Source: an optimization exercise on an open RTL-to-GDS flow (aim: small area, a short achievable clock period and few clock cycles). Production flows keep margins and buffers that such runs may drop. In this exercise RTL edits were held to simulation tests only and were not proved equivalent to the original. Power is estimated from default activity; no workload was simulated.

==> 01-07: inputs <==
Design next_n_prefetch_queue, start of the top module:
module next_n_prefetch_queue (
	input  logic                           clk,
	input  logic                           arst_n,
	input  logic                           s_axis_tvalid,
	output logic                           s_axis_tready,
	input  logic [npq_pkg::ID_W-1:0]       s_axis_tdata,   
	input  logic [npq_pkg::CMD_W-1:0]      s_axis_tuser,   
	output logic                           m_axis_tvalid,
	input  logic                           m_axis_tready,
	output logic [npq_pkg::OUT_DATA_W-1:0] m_axis_tdata,
	output logic [0:0]                     m_axis_tuser,   
	input  logic                           cfg_valid,
	output logic                           cfg_ready,
	input  logic [npq_pkg::CFG_IDX_W-1:0]  cfg_index,
	input  logic [npq_pkg::CFG_DATA_W-1:0] cfg_data
);
	localparam int DEPTH = npq_pkg::QUEUE_DEPTH;
	localparam int HI_W  = npq_pkg::ID_W - 5;
	logic [4:0] win_q;
	logic [4:0] wm1_q;     
	logic [5:0] lim_q;
	logic       run_q;
	logic [4:0] cfg_win;
	logic [5:0] cfg_lim;
	assign cfg_ready = 1'b1;
	assign cfg_win   = cfg_data[4] ? 5'd16 : {1'b0, cfg_data[3:0]};
	assign cfg_lim   = cfg_data[5] ? 6'd32 : {1'b0, cfg_data[4:0]};
	always_ff @(posedge clk or negedge arst_n) begin
		if (!arst_n) begin
			win_q <= 5'd5;
			wm1_q <= 5'd4;
			lim_q <= 6'd20;
			run_q <= 1'b0;
		end else if (cfg_valid) begin
			case (cfg_index)
				npq_pkg::CFG_WINDOW: begin
					win_q <= cfg_win;
					wm1_q <= (cfg_win == '0) ? 5'd0 : cfg_win - 5'd1;
				end
				npq_pkg::CFG_LIMIT:  lim_q <= cfg_lim;
				npq_pkg::CFG_RUN:    run_q <= cfg_data[0];
				default: ;
			endcase
		end
	end
	logic             a_v;
	logic [2:0]       a_cmd;
	logic [HI_W-1:0]  a_hi;
	logic [4:0]       a_lo;
	logic             a_inwin;   
	logic [4:0]       a_d;       
	logic [5:0]       lvl_q;
	logic [4:0]       head_q;
	logic [DEPTH-1:0] head_oh_q;
	logic [4:0]       tail_q;
	logic [5:0]       e0_q;      
	logic [5:0]       room_q;    
	logic             fl_v_q;
	logic [HI_W-1:0]  fl_hi_q;
	logic [4:0]       fl_lo_q;
	logic [5:0]       fl_t_q;    
	logic [HI_W-1:0]  fl_zp_q;   
	logic             pause_q;
	logic [4:0]       push_q;
	logic             fv_q;
	logic [DEPTH-1:0] occ_q;     
	logic [DEPTH-1:0] inlim_q;   
	logic [HI_W-1:0]  hd_hi_q;   
	logic [5:0]       hd_s_q;
	logic [5:0]       hd_t_q;    
	logic [HI_W-1:0]  hd_ap_q;   
  ...
==> flow/config.mk <==
export PLATFORM = sky130hd
export DESIGN_NAME = next_n_prefetch_queue
export DESIGN_NICKNAME = next_n_prefetch_queue
export VERILOG_FILES = /design/flow/design.v
export SDC_FILE = /design/flow/constraint.sdc
export NUM_CORES = 4
export LEC_CHECK = 0
export CAP_MARGIN = 20
export CORE_MARGIN = 2
export CORE_UTILIZATION = 30
export CTS_CLUSTER_DIAMETER = 80
export CTS_CLUSTER_SIZE = 22
export SETUP_SLACK_MARGIN = 2.0
export SLEW_MARGIN = 20
==> flow/constraint.sdc <==
create_clock -name core_clock -period 5.5 [get_ports {clk}]
set_input_delay 1.1000 -clock core_clock [delete_from_list [all_inputs] [get_ports {clk}]]
set_output_delay 1.1000 -clock core_clock [all_outputs]
set_load 0.01 [all_outputs]
run.sh (not shown) runs the stock make flow with config.mk's settings and CLKGATE_MAP_FILE= SYNTH_SCRIPT=/design/flow/synth_recipe.tcl, a recipe that flattens the netlist after the stock synthesis.
==> inputs of 08-27, as changes to 01-07 <==
--- a/flow/design.v
+++ b/flow/design.v
@@ -97,25 +97,22 @@
 	logic [4:0]       tail_q;
 	logic [5:0]       e0_q;      
 	logic [5:0]       room_q;    
 	logic             fl_v_q;
 	logic [HI_W-1:0]  fl_hi_q;
 	logic [4:0]       fl_lo_q;
 	logic [5:0]       fl_t_q;    
-	logic [HI_W-1:0]  fl_zp_q;   
 	logic             pause_q;
 	logic [4:0]       push_q;
 	logic             fv_q;
 	logic [DEPTH-1:0] occ_q;     
 	logic [DEPTH-1:0] inlim_q;   
 	logic [HI_W-1:0]  hd_hi_q;   
 	logic [5:0]       hd_s_q;
 	logic [5:0]       hd_t_q;    
-	logic [HI_W-1:0]  hd_ap_q;   
-	logic [HI_W-1:0]  hd_zp_q;   
 	logic [HI_W-1:0]  mem_hi [DEPTH];
 	logic [5:0]       mem_s  [DEPTH];
 	logic out_free, go;
 	assign out_free      = !m_axis_tvalid || m_axis_tready;
 	assign go            = a_v && out_free;
 	assign s_axis_tready = !a_v || out_free;
 	logic is_req, is_disp, is_comp, is_clr, is_pau, is_res;
@@ -125,35 +122,39 @@
 	assign is_clr  = (a_cmd == npq_pkg::CMD_CLEAR);
 	assign is_pau  = (a_cmd == npq_pkg::CMD_PAUSE);
 	assign is_res  = (a_cmd == npq_pkg::CMD_RESUME);
 	logic            disp_ok, take;
 	logic [HI_W-1:0] hd_id_hi;
 	assign disp_ok = !pause_q && (lvl_q != '0) && !fl_v_q;
 	assign take    = go && is_disp && disp_ok;
-	assign hd_id_hi = hd_hi_q ^ (hd_ap_q & {HI_W{hd_s_q[5]}});
-	function automatic logic [HI_W-1:0] apre(input logic [HI_W-1:0] x);
+	always_comb begin
 		logic pa;
 		pa = 1'b1;
 		for (int i = 0; i < HI_W; i++) begin
-			apre[i] = pa;
-			pa      = pa & x[i];
-		end
-	endfunction
-	function automatic logic [HI_W-1:0] zpre(input logic [HI_W-1:0] x);
-		logic pz;
-		pz = 1'b1;
-		for (int i = 0; i < HI_W; i++) begin
-			zpre[i] = pz;
-			pz      = pz & !x[i];
+			hd_id_hi[i] = hd_hi_q[i] ^ (hd_s_q[5] & pa);
+			pa          = pa & hd_hi_q[i];
 		end
-	endfunction
+	end
 	logic [HI_W-1:0] in_hi;
 	logic [4:0]      in_lo;
+	logic [HI_W-1:0] in_cy;
+	logic [HI_W-1:0] in_z;     
 	assign in_hi = s_axis_tdata[63:5];
 	assign in_lo = s_axis_tdata[4:0];
+	always_comb begin
+		logic pa, pz;
+		pa = 1'b1;
+		pz = 1'b1;
+		for (int i = 0; i < HI_W; i++) begin
+			in_cy[i] = pa;
+			in_z[i]  = pz;
+			pa       = pa & in_hi[i];
+			pz       = pz & !in_hi[i];
+		end
+	end
 	function automatic logic ge5(input logic [4:0] a, input logic [4:0] b);
 		logic [1023:0] tbl;
 		for (int i = 0; i < 32; i++)
 			for (int k = 0; k < 32; k++)
 				tbl[i * 32 + k] = (i >= k);
 		ge5 = tbl[{a, b}];
 	endfunction
@@ -165,22 +166,22 @@
 		b      = !f_t[5] && ge_t;
 		a      = f_t[5] ? ge_t : 1'b1;
 		cand_hit = borrow ? (eq1 && b) : (eq0 && a);
 	endfunction
 	logic       hit_fl, hit_hd, inwin_nx;
 	logic [4:0] d_fl, d_hd, d_nx;
 	logic       fl_v_nx;
-	logic fl_eq0, fl_eq1, hd_eq, hd_eqp, hd_eqm;
-	assign fl_eq0 = (fl_hi_q == in_hi);
-	assign fl_eq1 = ((fl_hi_q ^ in_hi ^ fl_zp_q) == '0);    
-	assign hd_eq  = (hd_hi_q == in_hi);
-	assign hd_eqp = ((hd_hi_q ^ in_hi ^ hd_ap_q) == '0);    
-	assign hd_eqm = ((hd_hi_q ^ in_hi ^ hd_zp_q) == '0);    
+	logic fl_eq0, fl_eq1, hd_eq, hd_eqm1, hd_eqp1;
+	assign fl_eq0  = (fl_hi_q == in_hi);
+	assign fl_eq1  = ((fl_hi_q ^ in_hi ^ in_cy) == '0);
+	assign hd_eq   = (hd_hi_q == in_hi);
+	assign hd_eqm1 = ((hd_hi_q ^ in_hi ^ in_z) == '0);
+	assign hd_eqp1 = ((hd_hi_q ^ in_hi ^ in_cy) == '0);
 	assign hit_fl = cand_hit(fl_eq0, fl_eq1, fl_lo_q, fl_t_q, in_lo);
-	assign hit_hd = cand_hit(hd_s_q[5] ? hd_eqp : hd_eq, hd_s_q[5] ? hd_eq : hd_eqm,
+	assign hit_hd = cand_hit(hd_s_q[5] ? hd_eqm1 : hd_eq, hd_s_q[5] ? hd_eq : hd_eqp1,
 	                         hd_s_q[4:0], hd_t_q, in_lo);
 	assign d_fl   = fl_lo_q + ~in_lo;
 	assign d_hd   = hd_s_q[4:0] + ~in_lo;
 	assign fl_v_nx  = take ? 1'b1 : ((go && is_comp) ? 1'b0 : fl_v_q);
 	assign inwin_nx = fl_v_nx && (take ? hit_hd : hit_fl);
 	assign d_nx     = take ? d_hd : d_fl;
 	always_ff @(posedge clk or negedge arst_n) begin
@@ -254,20 +255,16 @@
 		rd_s  = '0;
 		for (int j = 0; j < DEPTH; j++) begin
 			rd_hi = rd_hi | (mem_hi[j] & {HI_W{head_oh_q[j]}});
 			rd_s  = rd_s  | (mem_s[j]  & {6{head_oh_q[j]}});
 		end
 	end
 	assign hd_s_nx = fwd ? {1'b0, a_lo} + ((a_inwin && a_d == '0) ? 6'd2 : 6'd1) : rd_s;
-	logic [HI_W-1:0] hd_hi_nx;
-	assign hd_hi_nx = fwd ? a_hi : rd_hi;
 	always_ff @(posedge clk) begin
-		hd_hi_q <= hd_hi_nx;
-		hd_ap_q <= apre(hd_hi_nx);
-		hd_zp_q <= zpre(hd_hi_nx);
+		hd_hi_q <= fwd ? a_hi : rd_hi;
 		hd_s_q  <= hd_s_nx;
 		hd_t_q  <= {1'b0, hd_s_nx[4:0]} + 6'd32 - {1'b0, win_q};
 	end
 	logic [4:0] hl;           
 	logic [4:0] tm1;          
 	logic [5:0] e_w, e_m1, e_hl;
 	logic [5:0] lvl_n0, lvl_n1, e0_n0, e0_n1, room_n0, room_n1;
@@ -328,17 +325,14 @@
 		end else if (cfg_valid && cfg_index == npq_pkg::CFG_WINDOW) begin
 			e0_q <= {1'b0, tail_q} + {1'b0, cfg_win};
 		end else if (go) begin
 			if (is_clr) e0_q <= {1'b0, win_q};
 			if (is_req) e0_q <= a_inwin ? e0_n1 : e0_n0;
 		end
 	end
-	always_ff @(posedge clk) begin
-		if (take) fl_zp_q <= hd_s_q[5] ? hd_ap_q : hd_zp_q;
-	end
 	always_ff @(posedge clk or negedge arst_n) begin
 		if (!arst_n) begin
 			fl_t_q <= 6'd27;
 		end else if (cfg_valid && cfg_index == npq_pkg::CFG_WINDOW) begin
 			fl_t_q <= {1'b0, fl_lo_q} + 6'd32 - {1'b0, cfg_win};
 		end else if (take) begin
 			fl_t_q <= hd_t_q;
Settings changed: CORE_UTILIZATION 30 to 25.
==> comparison <==
Of 08-27 and 01-07, 01-07 has the higher power (gap about 13%, measured against 01-07). Of 08-27 and 01-07, 08-27 has the higher count of clock-buffer cells in the layout (gap 4). Of 01-07 and 08-27, 08-27 has the higher maximum frequency (gap 14%, measured against 08-27). Sequential share of layout area: 01-07 is lower than 08-27 (0.70 points). Of 01-07 and 08-27, 08-27 has the higher die area (gap 14%, measured against 08-27). Between 01-07 and 08-27, the lower register-to-register slack is in 01-07 (gap 680 ps).
Testbench counts of 01-07, summed over its fixed seeds: cycles 14,640.
Testbench counts of 08-27, summed over its fixed seeds: cycles 14,640.

[port drivers added, routing unchanged]
How much do the figures lean on ideal ports? The routed layouts below were timed once more, with nothing changed but the port constraints. Step 1 assumes that a clkbuf_16 drives the clock port and a buf_2 every other input. Step 2 moves the port delays by t, midway between the first and last clock arrival at a register: inputs arrive t later, outputs are due t later. That takes back most of the time a late clock gives input paths. Slacks: no drivers / after step 1 / after step 2; pairs: no drivers / after step 1.
| run | t, ns | setup WS [ns] | clock arrival spread, ns |
|---|---|---|---|
| 01-07 | 0.970 | 1.219 / 1.219 / 0.960 | 0.130 / 0.130 |
| 08-27 | 0.964 | 1.837 / 1.854 / 0.890 | 0.096 / 0.096 |
After both steps every run listed still meets setup and hold. The setup slack of 08-27, which loses most, moves by +0.017 ns with the drivers and by -0.947 ns with both steps.
